From an optimization exercise on the open Yosys and OpenROAD flow, aimed at small area, a short achievable clock period and few clock cycles per item; shortcuts taken in it are not production practice. RTL that was checked went through simulation tests only; none was proved equivalent to the original. The clock port is modelled as an ideal driver; clocking choices that lean on that would not hold on a real chip. Power figures rest on the tool's default switching activity, not on a simulated workload.

==> 03-17 <==
// sp_octet_tiled
module sp_octet_tiled
#(
   parameter int NUM_TG = 2,
   parameter int DW     = sp_octet_pkg::DW_DEF,
   parameter int KW     = 8
)
(
   input  logic                   clk,
   input  logic                   rstn,
   input  logic                   start,
   input  logic [KW-1:0]          k_steps,
   output logic                   busy,
   input  logic                   c_valid,
   output logic                   c_ready,
   input  logic [NUM_TG*4*DW-1:0] c_data,
   input  logic                   ab_valid,
   output logic                   ab_ready,
   input  logic [NUM_TG*4*DW-1:0] a_data,
   input  logic [NUM_TG*8-1:0]    idx_data,
   input  logic [8*DW-1:0]        b_data,
   output logic                   out_valid,
   input  logic                   out_ready,
   output logic [NUM_TG*4*DW-1:0] out_data
);
   logic          cur_v, cur_first, nxt_v;
   logic [KW-1:0] cur_rem, nxt_k, k_eff;
   logic          cur_last;
   logic          st_acc, ab_hs, out_hs;
   logic          x_v, x_first, x_last;
   logic          y_fin;        
   logic          drain;        
   logic          c_seen;       
   logic          cur_v_n, cur_first_n, nxt_v_n;
   logic [KW-1:0] cur_rem_n, nxt_k_n;
   logic          x_v_n, x_first_n, x_last_n, y_fin_n, c_seen_n, out_valid_n;
   logic          c_ready_n, ab_ready_n, out_block_n, c_ok_n, cur_last_n;
   assign k_eff    = (k_steps == '0) ? KW'(1) : k_steps;
   assign cur_last = (cur_rem == KW'(1));
   assign busy     = nxt_v;
   assign st_acc   = start & ~nxt_v;
   assign ab_hs    = ab_valid & ab_ready;
   assign out_hs   = out_valid & out_ready;
   assign drain    = y_fin & (~out_valid | out_ready);
   always_comb begin
      cur_v_n     = cur_v;
      cur_first_n = cur_first;
      cur_rem_n   = cur_rem;
      nxt_v_n     = nxt_v;
      nxt_k_n     = nxt_k;
      if (!cur_v || (ab_hs && cur_last)) begin
         if (nxt_v) begin
            cur_v_n     = 1'b1;
            cur_first_n = 1'b1;
            cur_rem_n   = nxt_k;
            nxt_v_n     = 1'b0;
         end else if (start) begin
            cur_v_n     = 1'b1;
            cur_first_n = 1'b1;
            cur_rem_n   = k_eff;
         end else begin
            cur_v_n     = 1'b0;
         end
  ...
make LEC_CHECK=0 ABC_CLOCK_PERIOD_IN_PS=3000 CAP_MARGIN=20 CORE_MARGIN=2 CORE_UTILIZATION=40 SLEW_MARGIN=20 SYNTH_HIERARCHICAL=1 SYNTH_MINIMUM_KEEP_SIZE=0 finish   # period 12.0 ns
run.sh (not shown) runs the stock make flow with config.mk's settings and CLKGATE_MAP_FILE= SYNTH_SCRIPT=/design/flow/synth_recipe.tcl, a recipe that flattens the netlist after the stock synthesis.
==> inputs of 07-10, as changes to 03-17 <==
ABC_CLOCK_PERIOD_IN_PS = not set   (was 3000)
==> qor summary <==
                                                             07-10           03-17
Final net count                                               8434            8434
Number of diodes                                                74              74
Worst rel slew slack                                         0.251           0.251
Share of the synthesized area in the top cell type           0.246           0.246
Final standard cell area without fillers              0.0920 sq mm    0.0920 sq mm
Vias in the first global route                               60.6k           60.6k
Xor and xnor fraction of the mapped netlist area             0.157           0.157
Drc violations                                                   0               0
FMAX                                                       183 MHz         183 MHz
Vias/cell                                                     6.02            6.02
Synth Area in Adders                                         0.278           0.278
Status                                              finished clean  finished clean
Met1 demand-to-capacity share in global routing              0.352           0.352
Detailed-routed wire length on met2                         143 mm          143 mm
Logic power comb                                          18600 uW        18600 uW
Via total after detailed routing                             58.1k           58.1k
Overall fraction of global-route tracks in use               0.284           0.284
Layout Area Growth over Synthesis                            11.4%           11.4%
Function was not checked in any run of this note: the RTL went through the layout flow alone.


==> exp/tundra <==
Another version of the RTL of sp_octet_tiled (not shown whole).
// sp_octet_tiled
module sp_octet_tiled
#(
   parameter int NUM_TG = 2,
   parameter int DW     = sp_octet_pkg::DW_DEF,
   parameter int KW     = 8
)
(
   input  logic                   clk,
   input  logic                   rstn,
   input  logic                   start,
   input  logic [KW-1:0]          k_steps,
   output logic                   busy,
   input  logic                   c_valid,
   output logic                   c_ready,
   input  logic [NUM_TG*4*DW-1:0] c_data,
   input  logic                   ab_valid,
   output logic                   ab_ready,
   input  logic [NUM_TG*4*DW-1:0] a_data,
   input  logic [NUM_TG*8-1:0]    idx_data,
   input  logic [8*DW-1:0]        b_data,
   output logic                   out_valid,
   input  logic                   out_ready,
   output logic [NUM_TG*4*DW-1:0] out_data
);
   logic          cur_v, cur_first, nxt_v;
   logic [KW-1:0] cur_rem, nxt_k, k_eff;
   logic          cur_last;
   logic          st_acc, ab_hs, out_hs;
   logic          x_v, x_first, x_last;
   logic          y_fin;        
   logic          drain;        
   logic          c_seen;       
   logic          cur_v_n, cur_first_n, nxt_v_n;
  ...
==> flow/config.mk <==
export PLATFORM = sky130hd
export DESIGN_NAME = sp_octet_tiled
export DESIGN_NICKNAME = sp_octet_tiled
export VERILOG_FILES = /design/flow/design.v
export SDC_FILE = /design/flow/constraint.sdc
export NUM_CORES = 4
export LEC_CHECK = 0
export CAP_MARGIN = 20
export CORE_MARGIN = 2
export CORE_UTILIZATION = 60
export SLEW_MARGIN = 20
export SYNTH_HIERARCHICAL = 1
export SYNTH_MINIMUM_KEEP_SIZE = 0
==> flow/constraint.sdc <==
create_clock -name core_clock -period 12.0 [get_ports {clk}]
set_input_delay 2.4000 -clock core_clock [delete_from_list [all_inputs] [get_ports {clk}]]
set_output_delay 2.4000 -clock core_clock [all_outputs]
set_load 0.01 [all_outputs]
standard.sh (not shown) runs the stock make flow with config.mk's settings and CLKGATE_MAP_FILE= SYNTH_SCRIPT=/design/flow/synth_recipe.tcl, a recipe that flattens the netlist after the stock synthesis.
==> flow/flow/run.sh <==
#!/bin/bash
# The standard layout (standard.sh: its synthesis, steps and constraints unchanged) with
# two settings of how the layout is made, read from flow/settings.txt:
#   SETUP_SLACK_MARGIN: ORFS's timing repair aims for this much setup slack at the design's
#     clock period, so it keeps improving the critical paths past what 12 ns needs.
#   BUFFER_PORTS_ARGS: the buffer cell that buffer_ports puts on every input and output port.
# Each tool's full output is in ORFS's log folder (orfs/logs/...); make's own output is kept in
# make.log here.
set -euo pipefail
source flow/settings.txt
bash standard.sh SETUP_SLACK_MARGIN="$MARGIN" BUFFER_PORTS_ARGS="-buffer_cell $PORT_BUF" finish > make.log 2>&1
==> flow/flow/settings.txt <==
MARGIN=8
PORT_BUF=sky130_fd_sc_hd__buf_1
==> exp/nickel: changes against exp/tundra <==
--- a/flow/design.v
+++ b/flow/design.v
@@ -394,12 +394,18 @@
          logic [1:0] i;
          assign i = idx_data[2*q +: 2];
          assign bsel_in[(2*q+c)*DW +: DW] = b_data[(4*c + i)*DW +: DW];
       end
    end
+   for (genvar d = 0; d < 8*8; d++) begin : g_xenc
+      always_ff @(posedge clk) begin
+         xenc[3*d]   <= ab_hs & enc_in[3*d];
+         xenc[3*d+1] <= ab_hs & enc_in[3*d+1];
+         xenc[3*d+2] <= enc_in[3*d+2];
+      end
+   end
    always_ff @(posedge clk) begin
-      xenc  <= ab_hs ? enc_in : '0;
       xbsel <= bsel_in;
    end
    logic [8*DW-1:0] fb0, fb1;
    assign fb0 = x_first ? c_data : y0;
    assign fb1 = x_first ? '0 : y1;
==> flow/flow/run.sh (replaced) <==
#!/bin/bash
# The standard layout (standard.sh: its synthesis, steps and constraints unchanged) with
# settings of how the layout is made, read from flow/settings.txt:
#   MARGIN: SETUP_SLACK_MARGIN, the setup slack ORFS's timing repair aims for at the design's
#     clock period, so it keeps improving the critical paths past what 12 ns needs.
#   PORT_BUF: the buffer cell that buffer_ports puts on every input and output port.
#   CTS_ARGS: the arguments of clock_tree_synthesis.
# Each tool's full output is in ORFS's log folder (orfs/logs/...); make's own output is kept in
# make.log here.
set -euo pipefail
source flow/settings.txt
bash standard.sh SETUP_SLACK_MARGIN="$MARGIN" BUFFER_PORTS_ARGS="-buffer_cell $PORT_BUF" \
   CTS_ARGS="$CTS_ARGS" finish > make.log 2>&1
==> flow/flow/settings.txt (replaced) <==
MARGIN=8
PORT_BUF=sky130_fd_sc_hd__buf_1
CTS_ARGS="-sink_clustering_enable -repair_clock_nets -dont_use_dummy_load"
==> exp/maple: changes against exp/tundra <==
==> flow/flow/settings.txt (replaced) <==
MARGIN=10
PORT_BUF=sky130_fd_sc_hd__buf_1
CORE_UTILIZATION = 40   (was 60)
==> impl_metrics.json <==
{
  "finalWirelength_um": 287000,
  "grt_pass1_vias": 60716,
  "synth_top_area_frac": 0.246,
  "ys_types": 75,
  "status": "timing/DRC/antenna clean",
  "die_area_um2": 141000,
  "ir_drop_mv": 0.185
}
the above is filed under exp/tundra

==> impl_metrics.json <==
{
  "seq_cell_count": 858,
  "status": "timing/DRC/antenna clean",
  "p_leak_uw": 0.0308,
  "grt_pass1_vias": 60029,
  "ys_types": 84,
  "die_area_um2": 140000,
  "synth_top_area_frac": 0.247,
  "ir_drop_mv": 0.282,
  "crit_cells": 6
}
the above is filed under exp/nickel

==> impl_metrics.json <==
{
  "die_area_um2": 210000,
  "final_area_um2": 103000,
  "grt_pass1_vias": 65906,
  "synth_top_area_frac": 0.246,
  "ys_types": 75,
  "status": "timing/DRC/antenna clean",
  "largestRegisters": "xbsel: 256 flops, xenc: 192 flops",
  "ir_drop_mv": 0.120
}
the above is filed under exp/maple

Testbench counts of exp/tundra, summed over its fixed seeds: cycles 4,491, tiles 512.
Testbench counts of exp/maple, summed over its fixed seeds: cycles 4,491, tiles 512.
No functional check of the RTL was part of exp/nickel.


==> try-willow: inputs <==
sp_octet_tiled again, from the RTL that the note above started with.
Settings: LEC_CHECK=0, CAP_MARGIN=20, CORE_MARGIN=2, CORE_UTILIZATION=60, CTS_BUF_LIST=sky130_fd_sc_hd__clkbuf_4 sky130_fd_sc_hd__clkbuf_8 sky130_fd_sc_hd__clkbuf_16, SLEW_MARGIN=20, SYNTH_HIERARCHICAL=1, SYNTH_MINIMUM_KEEP_SIZE=0; clock period 12.0 ns.
==> flow/flow/run.sh <==
#!/bin/bash
# The standard layout (standard.sh: its synthesis, steps and constraints unchanged) with
# two settings of how the layout is made, read from flow/settings.txt:
#   SETUP_SLACK_MARGIN: ORFS's timing repair aims for this much setup slack at the design's
#     clock period, so it keeps improving the critical paths past what 12 ns needs.
#   BUFFER_PORTS_ARGS: the buffer cell that buffer_ports puts on every input and output port.
# Each tool's full output is in ORFS's log folder (orfs/logs/...); make's own output is kept in
# make.log here.
set -euo pipefail
source flow/settings.txt
bash standard.sh SETUP_SLACK_MARGIN="$MARGIN" BUFFER_PORTS_ARGS="-buffer_cell $PORT_BUF" finish > make.log 2>&1
==> flow/flow/settings.txt <==
MARGIN=8
PORT_BUF=sky130_fd_sc_hd__buf_1
==> try-ember (differences from try-willow) <==
==> flow/flow/settings.txt (replaced) <==
MARGIN=10
PORT_BUF=sky130_fd_sc_hd__buf_1
CORE_UTILIZATION = 40   (was 60)
CTS_BUF_LIST = sky130_fd_sc_hd__clkbuf_8   (was sky130_fd_sc_hd__clkbuf_4 sky130_fd_sc_hd__clkbuf_8 sky130_fd_sc_hd__clkbuf_16)
==> comparison table <==
Vert. Die Dim: try-ember 459 um; try-willow 375 um
Capturing point of the worst reg2reg path: try-ember y1[75]; try-willow y1[93]
Worst endpoint required time: try-ember 12.85 ns; try-willow 12.59 ns
Net count of the finished layout: try-ember 9253; try-willow 8698
Wire length of the first global-routing pass: try-ember 492000 um; try-willow 414000 um
Multi-input comb cells: try-ember 5375; try-willow 5358
Met1 track demand over resource: try-ember 40.0%; try-willow 53.1%
Pre-CTS setup slack: try-ember 6.34 ns; try-willow 7.30 ns
Area used by sequential logic in the layout: try-ember 19300 um^2; try-willow 18900 um^2
Register share of the cell area: try-ember 18.7%; try-willow 21.3%
Status: try-ember complete, no violations; try-willow complete, no violations
Core Rows: try-ember 166; try-willow 136
Worst reg-to-reg setup slack: try-ember 8.04 ns; try-willow 8.01 ns
Testbench counts of try-willow, summed over its fixed seeds: cycles 4,491, tiles 512.
Testbench counts of try-ember, summed over its fixed seeds: cycles 4,491, tiles 512.


==> trial 90 <==
Starting RTL as in the previous note.
clock: 12.0 ns
lec_check: 0
cap_margin: 20
core_margin: 2
core_utilization: 40
slew_margin: 20
synth_hierarchical: 1
synth_minimum_keep_size: 0
run.sh (not shown) runs the stock make flow with config.mk's settings and CLKGATE_MAP_FILE= SYNTH_SCRIPT=/design/flow/synth_recipe.tcl, a recipe that flattens the netlist after the stock synthesis.
Stock flow here: none of the scripts above is used.
==> build 48: changes against trial 90 <==
==> flow/flow/run.sh (new file) <==
#!/bin/bash
# The standard layout (standard.sh: its synthesis, steps and constraints unchanged) with
# two settings of how the layout is made, read from flow/settings.txt:
#   SETUP_SLACK_MARGIN: ORFS's timing repair aims for this much setup slack at the design's
#     clock period, so it keeps improving the critical paths past what 12 ns needs.
#   BUFFER_PORTS_ARGS: the buffer cell that buffer_ports puts on every input and output port.
# Each tool's full output is in ORFS's log folder (orfs/logs/...); make's own output is kept in
# make.log here.
set -euo pipefail
source flow/settings.txt
bash standard.sh SETUP_SLACK_MARGIN="$MARGIN" BUFFER_PORTS_ARGS="-buffer_cell $PORT_BUF" finish > make.log 2>&1
==> flow/flow/settings.txt (new file) <==
MARGIN=8
PORT_BUF=sky130_fd_sc_hd__buf_1
==> flow/standard.sh (new file) <==
#!/bin/bash
# synth_recipe.tcl (not shown) runs the flow's synth.tcl, then flattens the netlist and writes it again
# the make line also repeats each setting of config.mk as NAME=value (left out here)
make -C /OpenROAD-flow-scripts/flow DESIGN_CONFIG=/design/flow/config.mk WORK_HOME=/design/flow/orfs CLKGATE_MAP_FILE= SYNTH_SCRIPT=/design/flow/synth_recipe.tcl "${@:-finish}"
- CTS_CLUSTER_SIZE: unset -> 30
removed: flow/run.sh
==> impl_metrics.ini <==
[layout]
antenna-diode-count = 116
multi_input_area_share = 0.657
finalInstanceArea_um2 = 90700

[placed_design]
place_area_um2 = 84200
hpwl_after_detailed_placement_um = 220000

[critical_path]
worst-path-buf-inv = 1
cpPeakStageDelay_ns = 0.51
crit_end = y1[62]
cp_depth = 6

[power]
net_sw_power_mw = 6.88
power_leakage_nw = 34.4
swShare = 0.406
seq_power_share = 0.265

[drt]
drt-wirelength-per-cell_um = 30.2

[clock_tree]
cts_resized = 201

[timing]
period_needed_ns = 3.99

[grt]
met3_usage = 0.0580
groute.usage.overall = 0.278

[status]
outcome = finished clean
-- figures above: build 48

==> impl_metrics.ini <==
[die]
die_w_um = 459

[critical_path]
worst-path-buf-inv = 2
cp_depth = 8
crit_path_top_delay_cell = sky130_fd_sc_hd__dfxtp_4
cpPeakStageDelay_ns = 0.85

[status]
outcome = finished clean

[grt]
wire_length_of_the_first_global_routing_pass_um = 443000
met3_usage = 0.0558

[power]
swShare = 0.411
power_leakage_nw = 35.2
seq_power_share = 0.267
net_sw_power_mw = 6.94
cellPowerDensity_nw_per_um2 = 185

[timing]
period_needed_ns = 4.91

[layout]
antenna-diode-count = 87
finalInstanceArea_um2 = 91100

[placed_design]
place_area_um2 = 87100
hpwl_after_detailed_placement_um = 234000

[drt]
drt-wirelength-per-cell_um = 31.0

[logic_synthesis]
synth-xor-area-share = 0.155
synthMostInstantiatedCell = sky130_fd_sc_hd__xnor2_1

[clock_tree]
cts_resized = 0
-- figures above: trial 90

Testbench counts of trial 90, summed over its fixed seeds: cycles 4,491, tiles 512.
Testbench counts of build 48, summed over its fixed seeds: cycles 4,491, tiles 512.

[separate check: timing with driven ports]
No port has a modelled driver above. Below, the same layouts with a new extraction and two added sets of constraints.
Step 1, drivers: a clkbuf_16 drives clk and a buf_2 each remaining input, both assumed.
Step 2 times the ports against the registers' clock, not the clock port: input delays grow and output delays shrink by t, the midpoint of the rising clock arrivals with the driver on.
a / b / c = ideal ports / drivers / drivers and shift; a / b = the first two.
run | t, ns | setup WS [ns] | pins driven straight from the clock port
03-17 | 0.865 | 6.531 / 6.531 / 6.246 | 1
07-10 | 0.865 | 6.531 / 6.531 / 6.246 | 1
exp/tundra | 0.817 | 8.005 / 8.005 / 7.279 | 1
exp/nickel | 0.802 | 7.990 / 7.992 / 7.257 | 1
exp/maple | 0.833 | 8.020 / 8.060 / 7.243 | 1
try-willow | 0.821 | 8.006 / 8.006 / 7.278 | 1
try-ember | 1.044 | 8.040 / 7.961 / 7.188 | 1
trial 90 | 0.856 | 7.090 / 7.090 / 6.832 | 1
build 48 | 0.857 | 8.013 / 8.047 / 7.220 | 1
After both steps setup and hold are still met in every run listed. The setup slack of try-ember, which loses most, moves by -0.079 ns with the drivers and by -0.852 ns with both steps.
